Source: an optimization exercise on an open RTL-to-GDS flow (aim: small area, a short achievable clock period and few clock cycles). Production flows keep margins and buffers that such runs may drop.
In this exercise RTL edits were held to simulation tests only and were not proved equivalent to the original.

==> run a: inputs <==
==> flow/design.v (excerpt) <==
module grid_cell_neighbor_enumerator #(
    parameter int MAX_DIM = 1024
) (
    input  logic                            i_clk,
    input  logic                            i_rst_n,
    input  logic                            req_valid,
    output logic                            req_ready,
    input  logic [gcne_pkg::INDEX_W-1:0]    req_cell_index,
    output logic                            res_valid,
    input  logic                            res_ready,
    output logic [gcne_pkg::COORD_OUT_W-1:0] res_cell_i,
    output logic [gcne_pkg::COORD_OUT_W-1:0] res_cell_j,
    output logic [gcne_pkg::COORD_OUT_W-1:0] res_cell_k,
    output logic                            res_valid_res,
    output logic                            res_last,
    input  logic                            psel,
    input  logic                            penable,
    input  logic                            pwrite,
    input  logic [gcne_pkg::APB_ADDR_W-1:0] paddr,
    input  logic [gcne_pkg::APB_DATA_W-1:0] pwdata,
    output logic [gcne_pkg::APB_DATA_W-1:0] prdata,
    output logic                            pready
);
    localparam int CW = $clog2(MAX_DIM);
    localparam int SW = $clog2(MAX_DIM + 1);
    logic [gcne_pkg::CFG_REG_W-1:0] r_szm_i;
    logic [gcne_pkg::CFG_REG_W-1:0] r_szm_j;
    logic [gcne_pkg::CFG_REG_W-1:0] r_szm_k;
    logic [gcne_pkg::CFG_REG_W-1:0] wr_m;
    logic [CW-1:0]        last_i;
    logic [CW-1:0]        last_j;
    logic [CW-1:0]        last_k;
    logic                 size_zero;
    logic                 cfg_wr;
    gcne_pkg::t_cfg_reg   cfg_sel;
    logic                 job_valid;
  ...
clock: 8.0 ns
lec_check: 0
cap_margin: 20
core_margin: 2
core_utilization: 55
setup_slack_margin: 4.7
slew_margin: 20
run.sh (not shown) runs the stock make flow with config.mk's settings and CLKGATE_MAP_FILE= SYNTH_SCRIPT=/design/flow/synth_recipe.tcl, a recipe that flattens the netlist after the stock synthesis.
==> run b: changes against run a <==
--- a/flow/design.v
+++ b/flow/design.v
@@ -96,16 +96,15 @@
 ) (
     input  logic                               i_clk,
     input  logic                               i_rst_n,
     input  logic                               i_req_valid,
     output logic                               o_req_ready,
     input  logic [gcne_pkg::INDEX_W-1:0]       i_req_cell_index,
-    input  logic [$clog2(MAX_DIM)-1:0]         i_last_i,    
-    input  logic [$clog2(MAX_DIM)-1:0]         i_last_j,
-    input  logic [$clog2(MAX_DIM)-1:0]         i_last_k,
-    input  logic                               i_size_zero,   
+    input  logic [$clog2(MAX_DIM+1)-1:0]       i_size_i,
+    input  logic [$clog2(MAX_DIM+1)-1:0]       i_size_j,
+    input  logic [$clog2(MAX_DIM+1)-1:0]       i_size_k,
     input  logic                               i_cfg_wr,
     output logic                               o_job_valid,
     input  logic                               i_job_ready,
     input  logic                               i_job_busy,
     output logic                               o_job_ok,
     output gcne_pkg::t_nbr_flags               o_job_flags,
@@ -113,41 +112,46 @@
     output logic [$clog2(MAX_DIM)-1:0]         o_job_j,
     output logic [$clog2(MAX_DIM)-1:0]         o_job_k
 );
     localparam int CW = $clog2(MAX_DIM);
     localparam int SW = $clog2(MAX_DIM + 1);
     localparam int NW = $clog2(3 * CW + 1);
-    function automatic logic [NW-1:0] bit_len(logic [CW-1:0] m);
+    function automatic logic [NW-1:0] bit_len(logic [SW-1:0] m);
         logic [NW-1:0] r;
         r = '0;
-        for (int b = 0; b < CW; b++) begin
+        for (int b = 0; b < SW; b++) begin
             if (m[b]) r = NW'(b + 1);
         end
         bit_len = r;
     endfunction
-    logic [CW-1:0]   last_i;
-    logic [CW-1:0]   last_j;
-    logic [CW-1:0]   last_k;
-    assign last_i = i_last_i;
-    assign last_j = i_last_j;
-    assign last_k = i_last_k;
+    logic [SW-1:0]   last_i;
+    logic [SW-1:0]   last_j;
+    logic [SW-1:0]   last_k;
+    assign last_i = i_size_i - SW'(1);
+    assign last_j = i_size_j - SW'(1);
+    assign last_k = i_size_k - SW'(1);
     logic            r_dirty;    
+    logic            r_dirty2;
+    logic [NW-1:0]   r_part;     
     logic [NW-1:0]   r_wm1;      
     logic            r_wm1_z;    
     logic            r_zero;     
     logic [NW-1:0]   nbits;
-    assign nbits = bit_len(last_i) + bit_len(last_j) + bit_len(last_k);
+    assign nbits = r_part + bit_len(last_k);
     always_ff @(posedge i_clk) begin
         if (!i_rst_n) begin
-            r_dirty <= 1'b1;
+            r_dirty2 <= 1'b1;
+            r_dirty  <= 1'b1;
         end else begin
-            r_dirty <= i_cfg_wr;
+            r_dirty2 <= i_cfg_wr;
+            r_dirty  <= i_cfg_wr || r_dirty2;
         end
-        r_wm1   <= (nbits == '0) ? '0 : nbits - NW'(1);
+        r_part <= bit_len(last_i) + bit_len(last_j);
+        r_wm1  <= (nbits == '0) ? '0 : nbits - NW'(1);
         r_wm1_z <= (nbits <= NW'(1));
-        r_zero  <= i_size_zero;
+        r_zero <= (i_size_i == '0) || (i_size_j == '0) || (i_size_k == '0);
     end
     logic            r_act;      
     logic [NW-1:0]   r_cnt;      
     logic            r_cnt_z;    
     logic            r_hi;       
     logic [NW-1:0]   sel;
@@ -211,13 +215,13 @@
     logic            r_b_first;
     logic            r_b_rej;
     logic [CW-1:0]   r_rem_j;
     logic [SW-1:0]   t1;
     logic [SW:0]     d1;
     assign t1 = {(r_a_first ? CW'(0) : r_rem_j), r_a_bit};
-    assign d1 = {1'b0, t1} + {2'b11, ~last_j};
+    assign d1 = {1'b0, t1} - {1'b0, i_size_j};
     assign b_hold = r_a_first && r_b_valid && r_b_last;
     always_ff @(posedge i_clk) begin
         if (!i_rst_n) begin
             r_b_valid <= 1'b0;
         end else if (!stall) begin
             r_b_valid <= r_a_valid && !b_hold;
@@ -239,13 +243,13 @@
     logic [SW-1:0]   t2;
     logic [SW:0]     d2;
     logic            q2;
     logic [CW-1:0]   k_prev;
     logic            step_c;
     assign t2      = {(r_b_first ? CW'(0) : r_rem_i), r_b_q};
-    assign d2      = {1'b0, t2} + {2'b11, ~last_i};
+    assign d2      = {1'b0, t2} - {1'b0, i_size_i};
     assign q2      = !d2[SW];
     assign k_prev  = r_b_first ? CW'(0) : r_k;
     assign stall  = r_c_done && !i_job_ready;
     assign step_c = r_b_valid && !stall;
     always_ff @(posedge i_clk) begin
         if (!i_rst_n) begin
@@ -260,22 +264,22 @@
             r_k     <= {k_prev[CW-2:0], q2};
             r_ovf   <= (!r_b_first && r_ovf) || k_prev[CW-1];
             r_c_rej <= r_b_rej;
         end
     end
     assign o_job_valid       = r_c_done;
-    assign o_job_ok          = !r_c_rej && !r_ovf && (r_k <= last_k);
+    assign o_job_ok          = !r_c_rej && !r_ovf && (SW'(r_k) < i_size_k);
     assign o_job_i           = r_rem_i;
     assign o_job_j           = r_rem_j;
     assign o_job_k           = r_k;
     assign o_job_flags.dec_i = (r_rem_i != '0);
-    assign o_job_flags.inc_i = (r_rem_i != last_i);
+    assign o_job_flags.inc_i = (SW'(r_rem_i) != last_i);
     assign o_job_flags.dec_j = (r_rem_j != '0);
-    assign o_job_flags.inc_j = (r_rem_j != last_j);
+    assign o_job_flags.inc_j = (SW'(r_rem_j) != last_j);
     assign o_job_flags.dec_k = (r_k != '0);
-    assign o_job_flags.inc_k = (r_k != last_k);
+    assign o_job_flags.inc_k = (SW'(r_k) != last_k);
 endmodule
 module gcne_back #(
     parameter int COORD_W = 10
 ) (
     input  logic                 i_clk,
     input  logic                 i_rst_n,
@@ -448,81 +452,69 @@
     input  logic [gcne_pkg::APB_DATA_W-1:0] pwdata,
     output logic [gcne_pkg::APB_DATA_W-1:0] prdata,
     output logic                            pready
 );
     localparam int CW = $clog2(MAX_DIM);
     localparam int SW = $clog2(MAX_DIM + 1);
-    logic [gcne_pkg::CFG_REG_W-1:0] r_szm_i;
-    logic [gcne_pkg::CFG_REG_W-1:0] r_szm_j;
-    logic [gcne_pkg::CFG_REG_W-1:0] r_szm_k;
-    logic [gcne_pkg::CFG_REG_W-1:0] wr_m;
-    logic [CW-1:0]        last_i;
-    logic [CW-1:0]        last_j;
-    logic [CW-1:0]        last_k;
-    logic                 size_zero;
+    logic [gcne_pkg::CFG_REG_W-1:0] r_size_i;
+    logic [gcne_pkg::CFG_REG_W-1:0] r_size_j;
+    logic [gcne_pkg::CFG_REG_W-1:0] r_size_k;
+    logic [SW-1:0]        eff_i;
+    logic [SW-1:0]        eff_j;
+    logic [SW-1:0]        eff_k;
     logic                 cfg_wr;
     gcne_pkg::t_cfg_reg   cfg_sel;
     logic                 job_valid;
     logic                 job_ready;
     logic                 job_ok;
     gcne_pkg::t_nbr_flags job_flags;
     logic [CW-1:0]        job_i;
     logic [CW-1:0]        job_j;
     logic [CW-1:0]        job_k;
     assign pready  = 1'b1;
     assign cfg_wr  = psel && penable && pwrite;
     assign cfg_sel = paddr[3:2];
-    assign wr_m = pwdata[gcne_pkg::CFG_REG_W-1:0] - gcne_pkg::CFG_REG_W'(1);
     always_ff @(posedge i_clk) begin
         if (!i_rst_n) begin
-            r_szm_i <= '0;
-            r_szm_j <= '0;
-            r_szm_k <= '0;
+            r_size_i <= gcne_pkg::CFG_REG_W'(1);
+            r_size_j <= gcne_pkg::CFG_REG_W'(1);
+            r_size_k <= gcne_pkg::CFG_REG_W'(1);
         end else if (cfg_wr) begin
             case (cfg_sel)
-                gcne_pkg::REG_SIZE_I: r_szm_i <= wr_m;
-                gcne_pkg::REG_SIZE_J: r_szm_j <= wr_m;
-                gcne_pkg::REG_SIZE_K: r_szm_k <= wr_m;
+                gcne_pkg::REG_SIZE_I: r_size_i <= pwdata[gcne_pkg::CFG_REG_W-1:0];
+                gcne_pkg::REG_SIZE_J: r_size_j <= pwdata[gcne_pkg::CFG_REG_W-1:0];
+                gcne_pkg::REG_SIZE_K: r_size_k <= pwdata[gcne_pkg::CFG_REG_W-1:0];
                 default: begin
                 end
             endcase
         end
     end
     logic [gcne_pkg::CFG_REG_W-1:0] r_rdata;
-    logic [gcne_pkg::CFG_REG_W-1:0] rd_m;
-    always_comb begin
+    always_ff @(posedge i_clk) begin
         case (cfg_sel)
-            gcne_pkg::REG_SIZE_I: rd_m = r_szm_i;
-            gcne_pkg::REG_SIZE_J: rd_m = r_szm_j;
-            gcne_pkg::REG_SIZE_K: rd_m = r_szm_k;
-            default:    rd_m = '1;
+            gcne_pkg::REG_SIZE_I: r_rdata <= r_size_i;
+            gcne_pkg::REG_SIZE_J: r_rdata <= r_size_j;
+            gcne_pkg::REG_SIZE_K: r_rdata <= r_size_k;
+            default:    r_rdata <= '0;
         endcase
     end
-    always_ff @(posedge i_clk) begin
-        r_rdata <= rd_m + gcne_pkg::CFG_REG_W'(1);
-    end
     assign prdata = gcne_pkg::APB_DATA_W'(r_rdata);
-    function automatic logic [CW-1:0] clamp_last(logic [gcne_pkg::CFG_REG_W-1:0] m);
-        clamp_last = (m >= gcne_pkg::CFG_REG_W'(MAX_DIM)) ? CW'(MAX_DIM - 1) : m[CW-1:0];
-    endfunction
-    assign last_i    = clamp_last(r_szm_i);
-    assign last_j    = clamp_last(r_szm_j);
-    assign last_k    = clamp_last(r_szm_k);
-    assign size_zero = (r_szm_i == '1) || (r_szm_j == '1) || (r_szm_k == '1);
+    assign eff_i = (32'(r_size_i) > 32'(MAX_DIM)) ? SW'(MAX_DIM) : SW'(r_size_i);
+    assign eff_j = (32'(r_size_j) > 32'(MAX_DIM)) ? SW'(MAX_DIM) : SW'(r_size_j);
+    assign eff_k = (32'(r_size_k) > 32'(MAX_DIM)) ? SW'(MAX_DIM) : SW'(r_size_k);
     gcne_front #(
         .MAX_DIM (MAX_DIM)
     ) u_front (
         .i_clk            (i_clk),
         .i_rst_n          (i_rst_n),
         .i_req_valid      (req_valid),
         .o_req_ready      (req_ready),
         .i_req_cell_index (req_cell_index),
-        .i_last_i         (last_i),
-        .i_last_j         (last_j),
-        .i_last_k         (last_k),
-        .i_size_zero      (size_zero),
+        .i_size_i         (eff_i),
+        .i_size_j         (eff_j),
+        .i_size_k         (eff_k),
         .i_cfg_wr         (cfg_wr),
         .o_job_valid      (job_valid),
         .i_job_ready      (job_ready),
         .i_job_busy       (res_valid),
         .o_job_ok         (job_ok),
         .o_job_flags      (job_flags),
- CORE_UTILIZATION: 55 -> 40
- SETUP_SLACK_MARGIN: 4.7 -> 4.5
==> results.toml <==
[setup_path]
endpoint_kind = "primary output"
worstPathCellList = "nand2b_1 -> o22ai_2 -> nor3_2 -> dlygate4sd2_1"

[outcome]
outcome = "no timing/DRC/antenna violations"

[global_routing]
grtUsageMet2_pct = 44.8

[synth]
syn_inst = 1260
synthDistinctLibCells = 86
synth_top_family_by_area = "compound AO/OA/AOI/OAI gates"
synthMuxAreaShare_pct = 3.91

[timing]
finalCritPeriodShare_pct = 40.2

[detailed_routing]
wl_met2_mm = 14.1
(the above is from run a)
==> results.toml <==
[global_routing]
grtUsageMet2_pct = 31.3

[setup_path]
worstPathCellList = "or4_4 -> buf_4 -> o31a_1 -> or4_1 -> a222oi_1 -> nand4_2 -> nand2b_4 -> or3_4 -> buf_4 -> nand3b_1 -> o31ai_4"
endpoint_kind = "flip-flop"

[detailed_routing]
final_antenna_net_count = 0
wl_met2_mm = 15.0

[timing]
finalCritPeriodShare_pct = 46.9

[synth]
synthDistinctLibCells = 79
synth_top_family_by_area = "simple AND/OR/NAND/NOR gates"
syn_inst = 1423

[outcome]
outcome = "no timing/DRC/antenna violations"
(the above is from run b)
Testbench counts of run a, summed over its fixed seeds: cycles 128,706.
Testbench counts of run b, summed over its fixed seeds: cycles 128,706.

## port drivers added, routing unchanged
The results above use ideal ports. As a check the final layouts listed here were re-extracted and re-timed, cells and wires unchanged.
Step 1 sets driving cells, clkbuf_16 on the clock port and buf_2 on the other inputs (assumed; they add their load-dependent delay and slew).
Step 2, shift: input delay + t, output delay - t, t = (earliest + latest rising clock arrival at the registers) / 2. This alone moves slack from input paths to output paths.
Three values: ideal, step 1, step 2; two values: the first two.
run	t (ns)	setup WS [ns]	latest minus earliest clock arrival (ns)
run a	0.473	4.781 / 4.738 / 4.318	0.012 / 0.012
run b	0.476	4.246 / 4.246 / 4.246	0.013 / 0.012
After both steps setup and hold are still met in every run listed. The setup slack of run a, which loses most, moves by -0.043 ns with the drivers and by -0.463 ns with both steps.
